Background: an optimization exercise with open tools, aiming at small area and few clock cycles. Do not read the settings as production practice.
In this exercise RTL edits were held to simulation tests only and were not proved equivalent to the original.
Power is estimated from default activity; no workload was simulated.

[flow/config.mk]
export PLATFORM = sky130hd
export DESIGN_NAME = blockRegs
export DESIGN_NICKNAME = blockRegs
export VERILOG_FILES = /design/flow/design.v
export SDC_FILE = /design/flow/constraint.sdc
export NUM_CORES = 4
export LEC_CHECK = 0
export CAP_MARGIN = 20
export CORE_MARGIN = 2
export CORE_UTILIZATION = 40
export SLEW_MARGIN = 20
[flow/constraint.sdc]
create_clock -name core_clock -period 5.0 [get_ports {clk}]
set_input_delay 1.0000 -clock core_clock [delete_from_list [all_inputs] [get_ports {clk}]]
set_output_delay 1.0000 -clock core_clock [all_outputs]
set_load 0.01 [all_outputs]
[flow/design.v]
`default_nettype none
package blockRegsPkg;
    typedef logic [8-1:0] localEntry;
    typedef logic [37-1:0] wideEntry;
    typedef logic [37-32-1:0] wideHigh;
    typedef enum logic [3:0] {
        opNone,
        opCtrlWr,
        opCtrlRd,
        opStatusRd,
        opStageWr,
        opStageRd,
        opLocalWr,
        opLocalRd,
        opWideWr,
        opWideRd,
        opError
    } accessOp;
    typedef enum logic {
        respIdle,
        respTableWait
    } respState;
endpackage
`default_nettype wire
`timescale 1ns/1ps
`default_nettype none
module apbDecode (
    input  logic                          clk,
    input  logic                          rst_n,
    input  logic                          psel,
    input  logic                          penable,
    input  logic                          pwrite,
    input  logic [12-1:0]   paddr,
    input  logic [32-1:0]   pwdata,
    output logic                          opValid,
    output blockRegsPkg::accessOp         opCode,
    output logic [5-1:0]  tableIndex,
    output logic [32-1:0]   writeData
);
    localparam int WindowShift = 5 + 2;
    logic                  setupPhase;
    logic                  aligned;
    logic                  localHit;
    logic                  wideHit;
    blockRegsPkg::accessOp nextOp;
    assign setupPhase = psel && !penable;
    assign aligned = (paddr[1:0] == 2'b00);
    assign localHit = (paddr >> WindowShift) == (12'h100 >> WindowShift);
    assign wideHit = (paddr >> WindowShift) == (12'h200 >> WindowShift);
    always_comb begin
        nextOp = blockRegsPkg::opError;
        if (aligned) begin
            if (localHit) begin
                nextOp = pwrite ? blockRegsPkg::opLocalWr : blockRegsPkg::opLocalRd;
            end else if (wideHit) begin
                nextOp = pwrite ? blockRegsPkg::opWideWr : blockRegsPkg::opWideRd;
            end else begin
                case (paddr)
                    12'h000: begin
                        nextOp = pwrite ? blockRegsPkg::opCtrlWr : blockRegsPkg::opCtrlRd;
                    end
                    12'h004: begin
                        nextOp = pwrite ? blockRegsPkg::opError : blockRegsPkg::opStatusRd;
                    end
                    12'h008: begin
                        nextOp = pwrite ? blockRegsPkg::opStageWr : blockRegsPkg::opStageRd;
                    end
                    default: begin
                        nextOp = blockRegsPkg::opError;
                    end
                endcase
            end
        end
    end
    always_ff @(posedge clk or negedge rst_n) begin
        if (!rst_n) begin
            opValid <= 1'b0;
            opCode <= blockRegsPkg::opNone;
        end else begin
            opValid <= setupPhase;
            if (setupPhase) begin
                opCode <= nextOp;
            end
        end
    end
    always_ff @(posedge clk or negedge rst_n) begin
        if (!rst_n) begin
            tableIndex <= '0;
            writeData <= '0;
        end else if (setupPhase) begin
            tableIndex <= paddr[WindowShift-1:2];
            writeData <= pwdata;
        end
    end
endmodule
`default_nettype wire
`timescale 1ns/1ps
`default_nettype none
module tableMemory #(
    parameter int          DataWidth  = 8,
    parameter logic [63:0] InitStride = 64'h22
) (
    input  logic                         clk,
    input  logic                         rst_n,
    input  logic                         enable,
    input  logic                         writeEnable,
    input  logic [5-1:0] index,
    input  logic [DataWidth-1:0]         writeData,
    output logic [DataWidth-1:0]         readData
);
    logic [DataWidth-1:0] entries [32];
    always_ff @(posedge clk or negedge rst_n) begin
        if (!rst_n) begin
            for (int i = 0; i < 32; i++) begin
                entries[i] <= DataWidth'(64'(i) * InitStride);
            end
            readData <= '0;
        end else if (enable) begin
            if (writeEnable) begin
                entries[index] <= writeData;
            end
            readData <= entries[index];
        end
    end
endmodule
`default_nettype wire
`timescale 1ns/1ps
`default_nettype none
module regExecute (
    input  logic                          clk,
    input  logic                          rst_n,
    input  logic                          opValid,
    input  blockRegsPkg::accessOp         opCode,
    input  logic [5-1:0]  tableIndex,
    input  logic [32-1:0]   writeData,
    output logic [32-1:0]   regReadData,
    output blockRegsPkg::localEntry       localReadData,
    output logic [32-1:0]   wideReadLow
);
    blockRegsPkg::localEntry ctrlReg;
    blockRegsPkg::localEntry writeCount;
    blockRegsPkg::wideHigh   stageReg;
    blockRegsPkg::wideEntry  wideReadData;
    blockRegsPkg::wideEntry  wideWriteData;
    logic                    localEnable;
    logic                    localWriteEnable;
    logic                    wideEnable;
    logic                    wideWriteEnable;
    logic                    wideReadPending;
    assign localEnable = opValid && (opCode == blockRegsPkg::opLocalWr ||
                                     opCode == blockRegsPkg::opLocalRd);
    assign localWriteEnable = opValid && (opCode == blockRegsPkg::opLocalWr);
    assign wideEnable = opValid && (opCode == blockRegsPkg::opWideWr ||
                                    opCode == blockRegsPkg::opWideRd);
    assign wideWriteEnable = opValid && (opCode == blockRegsPkg::opWideWr);
    assign wideWriteData = {stageReg, writeData};
    assign wideReadLow = wideReadData[32-1:0];
    tableMemory #(
        .DataWidth  (8),
        .InitStride (64'h22)
    ) localTable (
        .clk         (clk),
        .rst_n       (rst_n),
        .enable      (localEnable),
        .writeEnable (localWriteEnable),
        .index       (tableIndex),
        .writeData   (writeData[8-1:0]),
        .readData    (localReadData)
    );
    tableMemory #(
        .DataWidth  (37),
        .InitStride (64'h1_0000_0001)
    ) wideTable (
        .clk         (clk),
        .rst_n       (rst_n),
        .enable      (wideEnable),
        .writeEnable (wideWriteEnable),
        .index       (tableIndex),
        .writeData   (wideWriteData),
        .readData    (wideReadData)
    );
    always_ff @(posedge clk or negedge rst_n) begin
        if (!rst_n) begin
            ctrlReg <= '0;
            writeCount <= '0;
            stageReg <= '0;
            wideReadPending <= 1'b0;
        end else begin
            wideReadPending <= opValid && (opCode == blockRegsPkg::opWideRd);
            if (opValid && opCode == blockRegsPkg::opCtrlWr) begin
                ctrlReg <= writeData[8-1:0];
            end
            if (localWriteEnable || wideWriteEnable) begin
                writeCount <= writeCount + 1'b1;
            end
            if (wideReadPending) begin
                stageReg <= wideReadData[37-1:32];
            end else if (opValid && opCode == blockRegsPkg::opStageWr) begin
                stageReg <= writeData[37-32-1:0];
            end
        end
    end
    always_comb begin
        case (opCode)
            blockRegsPkg::opCtrlRd:   regReadData = 32'(ctrlReg);
            blockRegsPkg::opStatusRd: regReadData = 32'(writeCount);
            blockRegsPkg::opStageRd:  regReadData = 32'(stageReg);
            default:                  regReadData = '0;
        endcase
    end
endmodule
`default_nettype wire
`timescale 1ns/1ps
`default_nettype none
module readResult (
    input  logic                        clk,
    input  logic                        rst_n,
    input  logic                        opValid,
    input  blockRegsPkg::accessOp       opCode,
    input  logic [32-1:0] regReadData,
    input  logic [32-1:0] wideReadLow,
    input  blockRegsPkg::localEntry     localReadData,
    output logic [32-1:0] prdata,
    output logic                        pready,
    output logic                        pslverr
);
    blockRegsPkg::respState      state;
    blockRegsPkg::respState      nextState;
    logic                        tableOp;
    logic [32-1:0] readSelect;
    assign tableOp = (opCode == blockRegsPkg::opLocalWr) || (opCode == blockRegsPkg::opLocalRd) ||
                     (opCode == blockRegsPkg::opWideWr) || (opCode == blockRegsPkg::opWideRd);
    always_comb begin
        nextState = state;
        case (state)
            blockRegsPkg::respIdle: begin
                if (opValid && tableOp) begin
                    nextState = blockRegsPkg::respTableWait;
                end
            end
            blockRegsPkg::respTableWait: begin
                nextState = blockRegsPkg::respIdle;
            end
            default: begin
                nextState = blockRegsPkg::respIdle;
            end
        endcase
    end
    always_ff @(posedge clk or negedge rst_n) begin
        if (!rst_n) begin
            state <= blockRegsPkg::respIdle;
        end else begin
            state <= nextState;
        end
    end
    assign pready = (opValid && !tableOp) || (state == blockRegsPkg::respTableWait);
    assign pslverr = opValid && (opCode == blockRegsPkg::opError);
    always_comb begin
        case (opCode)
            blockRegsPkg::opLocalRd:  readSelect = 32'(localReadData);
            blockRegsPkg::opWideRd:   readSelect = wideReadLow;
            blockRegsPkg::opCtrlRd,
            blockRegsPkg::opStatusRd,
            blockRegsPkg::opStageRd:  readSelect = regReadData;
            default:                  readSelect = '0;
        endcase
    end
    assign prdata = pready ? readSelect : '0;
endmodule
`default_nettype wire
`timescale 1ns/1ps
`default_nettype none
module blockRegs (
    input  logic                        clk,
    input  logic                        rst_n,
    input  logic                        psel,
    input  logic                        penable,
    input  logic                        pwrite,
    input  logic [12-1:0] paddr,
    input  logic [32-1:0] pwdata,
    output logic [32-1:0] prdata,
    output logic                        pready,
    output logic                        pslverr
);
    logic                         opValid;
    blockRegsPkg::accessOp        opCode;
    logic [5-1:0] tableIndex;
    logic [32-1:0]  writeData;
    logic [32-1:0]  regReadData;
    blockRegsPkg::localEntry      localReadData;
    logic [32-1:0]  wideReadLow;
    apbDecode apbDecodeInst (
        .clk        (clk),
        .rst_n      (rst_n),
        .psel       (psel),
        .penable    (penable),
        .pwrite     (pwrite),
        .paddr      (paddr),
        .pwdata     (pwdata),
        .opValid    (opValid),
        .opCode     (opCode),
        .tableIndex (tableIndex),
        .writeData  (writeData)
    );
    regExecute regExecuteInst (
        .clk           (clk),
        .rst_n         (rst_n),
        .opValid       (opValid),
        .opCode        (opCode),
        .tableIndex    (tableIndex),
        .writeData     (writeData),
        .regReadData   (regReadData),
        .localReadData (localReadData),
        .wideReadLow   (wideReadLow)
    );
    readResult readResultInst (
        .clk           (clk),
        .rst_n         (rst_n),
        .opValid       (opValid),
        .opCode        (opCode),
        .regReadData   (regReadData),
        .wideReadLow   (wideReadLow),
        .localReadData (localReadData),
        .prdata        (prdata),
        .pready        (pready),
        .pslverr       (pslverr)
    );
endmodule
`default_nettype wire
[flow/run.sh]
#!/bin/bash
# synth_recipe.tcl (not shown) runs the flow's synth.tcl, then flattens the netlist and writes it again
# the make line also repeats each setting of config.mk as NAME=value (left out here)
make -C /OpenROAD-flow-scripts/flow DESIGN_CONFIG=/design/flow/config.mk WORK_HOME=/design/flow/orfs CLKGATE_MAP_FILE= SYNTH_SCRIPT=/design/flow/synth_recipe.tcl finish
==> summary.md <==
| Metric | Value |
|---|---|
| RR Endpoint | regExecuteInst.wideTable.entries[25][9] |
| DR DRC count | 0 |
| First-pass GRT wire length | 325,600 um |
| Critical Path Max Stage Delay | 600 ps |
| Reg2Reg Launch Point | apbDecodeInst.tableIndex[3] |
| Mapped Cells | 4,997 |
| Post-synth EDFFs | 0 |
| Maxcap violations | 0 |
| Iteration-0 DRC Markers | 4,538 |
| Critical path type | register to output pin |
| Syn avg cell area | 13.63 um2 |
| Area Growth Syn to Fin | 13.19% |
| Clock transition at path regs | 60 ps |
| Reg2Reg Depth | 6 |
| Crit end category | output pin |
| Storage element area | 0.03916 mm2 |
| Sequential fraction of the synthesis area | 0.5745 |
| Worst vdd ir | 0.3007 mV |
| # IOs | 83 |
| Syn_nets | 5,047 |
| Slew headroom | 0.2675 |
| Mapped Area | 0.06811 mm2 |
| Starting density of the core | 0.4023 |
| Worst setup SP type | register |
| Largest net degree at the start of global routing | 118 |
| Clock latency (worst-skew pair) | 820 ps |
| Crit path buf inv count | 3 |
| Final setup viols | 0 |
| Final antenna-violating net count | 0 |
| Pwr Density | 350.9 mW/mm2 |
| Postcts setup bufs | 0 |
| DRT Wirelength | 224,000 um |
| Die ar. | 0.1736 mm2 |
| Commonest non-fill, non-tap cell in the layout | mux2_2 |
| Clock sink total | 1,550 |
| Via count | 44,670 |
| RSZ-0062 raised after global routing | no |
| Critical-path maximum fanout | 20 |
| # rows | 151 |
| Setup TNS | 0 ps |
| Seq cells post-synth | 1,550 |
| Most frequent cells in the layout | 1,416 x mux2_2, 1,254 x dfrtp_1, 378 x a22oi_1 |
| Resized cells post-CTS | 0 |
| Worst path required time | 4000 ps |
| Post-synthesis async set-or-reset flop share | 1.000 |
| Place WS | 1092 ps |
| Fin crit period | 4601 ps |
| Yosys warns | 7 |
| Worst Hold Class | primary input to asynchronous set/reset pin |
| Vias in the first global route | 45,050 |
| Period utilization | 0.9202 |
| Arr. time, crit path | 3600 ps |
| Height of the die | 416.6 um |
| Skew final | 52.63 ps |
| Grt total ovfl | 0 |
| Core area | 0.1693 mm2 |
| Final hold violations | 0 |
| Most frequent cell on the critical path | buf_4 |
| Status | finished clean |
| FF-to-FF setup slack | 920 ps |
| DR WL/cell | 30.46 um |
| Fillers | 15,150 |
| Cell variety after synth | 71 |
| Worst path cell trace | nor4bb_1 > buf_4 > nor2b_4 > buf_4 > and2_1 > clkdlybuf4s50_1 |
| Drt via density | 6.076 |
| Initial antenna violation count | 5 |
| Post-detail-place hpwl | 134,400 um |
| Leak pwr | 36.10 nW |
| Root buf cell | clkbuf_16 |
| F_max | 0.2173 GHz |
| Worst path top cell family by delay | buffers and inverters |
| Setup ws final | 399.0 ps |
| CTS Hold Bufs | 0 |
| First-pass detailed-route iteration total | 9 |
| Htree depth | 4 |
| Layout cell share with drive strength beyond 1 | 0.4366 |
| Total Power | 27.05 mW |
| Slew Viols, Final | 0 |
| Final core occ | 0.4554 |
| Nets | 5,038 |
| Chip Width | 416.6 um |
| CP max stage cell | dfrtp_1 |
| Worst-margin pin slew | 1099 ps |
| CTS tree | built |
| Gpl congestion | 0.8379 |
| Total CTS buffers | 168 |
| Area occupied by multi-input gates | 0.02711 mm2 |
| Total GRT Usage | 0.2563 |
| Top FF cell, synth | dfrtp_1 |
| I/O Buffers | 82 |
| Clk buf depth | 3 |
==> final cells by class <==
cell class / instances / area share
inverters: 5 / 0.0002434
multi-input cells: 3008 / 0.3516
well taps: 2218 / 0.03600
flip-flops and latches: 1550 / 0.5080
diodes: 2 / 0.00006492
repair buffers: 255 / 0.03187
clock buffers: 276 / 0.06490
clock inverters: 39 / 0.007320
==> cells in the mapped netlist, drive strengths merged (31+ instances only) <==
cell	number	area share
a21oi	50	0.0037
a221oi	37	0.0048
a222oi	31	0.0046
a22o	104	0.013
a22oi	378	0.042
buf	208	0.016
clkbuf	226	0.012
dfrtp	1278	0.47
dfstp	272	0.10
mux2	1476	0.24
mux2i	69	0.010
nand2	252	0.015
nand4	63	0.0058
nor2	59	0.0057
nor3	59	0.0065
nor4	31	0.0031
o21ai	129	0.0095
o22ai	38	0.0035
==> metrics by stage <==
stage	instance area, um2	instances	hold WS [ps]
2_1_floorplan	68110	4997	409.5
3_3_place_gp	71470	7034	420.4
3_5_place_dp	71510	7036	426.0
4_1_cts	77080	7351	199.0
5_1_grt	77090	7351	174.6
6_report	77090	7353	149.5
==> worst register-to-register path, stage by stage (launching register included) <==
cell and delay, ps:
dfrtp_1 880, buf_4 380, nand3b_1 510, nor2_4 780
nand2_2 630, buf_4 470, mux2_2 310
==> power by group <==
part / switching [mW] / internal, mW
clock network: 5.29 / 7.33
registers: 0.330 / 12.6
logic: 1.15 / 0.308
==> worst max path at each step <==
stage | cells past startpoint | start | endpoint
CTS | 6 | apbDecodeInst.opCode[2] | prdata[21]
floorplan | 6 | apbDecodeInst.opCode[0] | prdata[11]
global route | 6 | apbDecodeInst.opCode[0] | prdata[14]
global placement | 6 | apbDecodeInst.tableIndex[3] | regExecuteInst.wideTable.entries[25][26]
finish | 6 | apbDecodeInst.opCode[0] | prdata[20]
detailed placement | 6 | apbDecodeInst.tableIndex[3] | regExecuteInst.wideTable.entries[25][26]
==> flip-flops by register name, summed over array words and instances (netlist names) <==
name,flops
readResultInst.state,1
apbDecodeInst.opCode,4
apbDecodeInst.tableIndex,5
regExecuteInst.ctrlReg,8
regExecuteInst.localTable.readData,8
regExecuteInst.localTable.entries,256
regExecuteInst.wideReadPending,1
regExecuteInst.writeCount,8
regExecuteInst.stageReg,5
apbDecodeInst.writeData,32
regExecuteInst.wideTable.entries,1184
apbDecodeInst.opValid,1
regExecuteInst.wideTable.readData,37
==> routing by layer <==
metal  share of wire  GRT usage
met5         0.00024          0
met4           0.033    0.08425
met3           0.072    0.05171
met2            0.46     0.3981
met1            0.44     0.3589
==> kinds of logic after synthesis <==
group,after synthesis,share of synthesized area
xor gates and xnor gates,8,0.001029
and+or+nand+nor,611,0.05052
DFF,1550,0.5745
adders and majority gates,1,0.0001837
buffers and inverters,439,0.02921
AOI/OAI and AO/OA,843,0.09009
muxes,1545,0.2545
Testbench counts, summed over its fixed seeds: cycles 224,156.

## static timing again, ports no longer ideal
Ports are ideal in the flow. The routed layout listed here was re-timed in OpenROAD. Step 1 sets driving cells, clkbuf_16 on the clock port and buf_2 on the other inputs (assumed; they add their load-dependent delay and slew). Step 2, shift: input delay + t, output delay - t, t = (earliest + latest rising clock arrival at the registers) / 2. This alone moves slack from input paths to output paths. Slacks: no drivers / after step 1 / after step 2; pairs: no drivers / after step 1.
t, ns: 0.887
setup WS [ns]: 0.399 / 0.307 / 0.920
clock arrival spread, ns: 0.052 / 0.052
After both steps this run still meets setup and hold. The setup slack of this run moves by -0.092 ns with the drivers and by +0.521 ns with both steps.
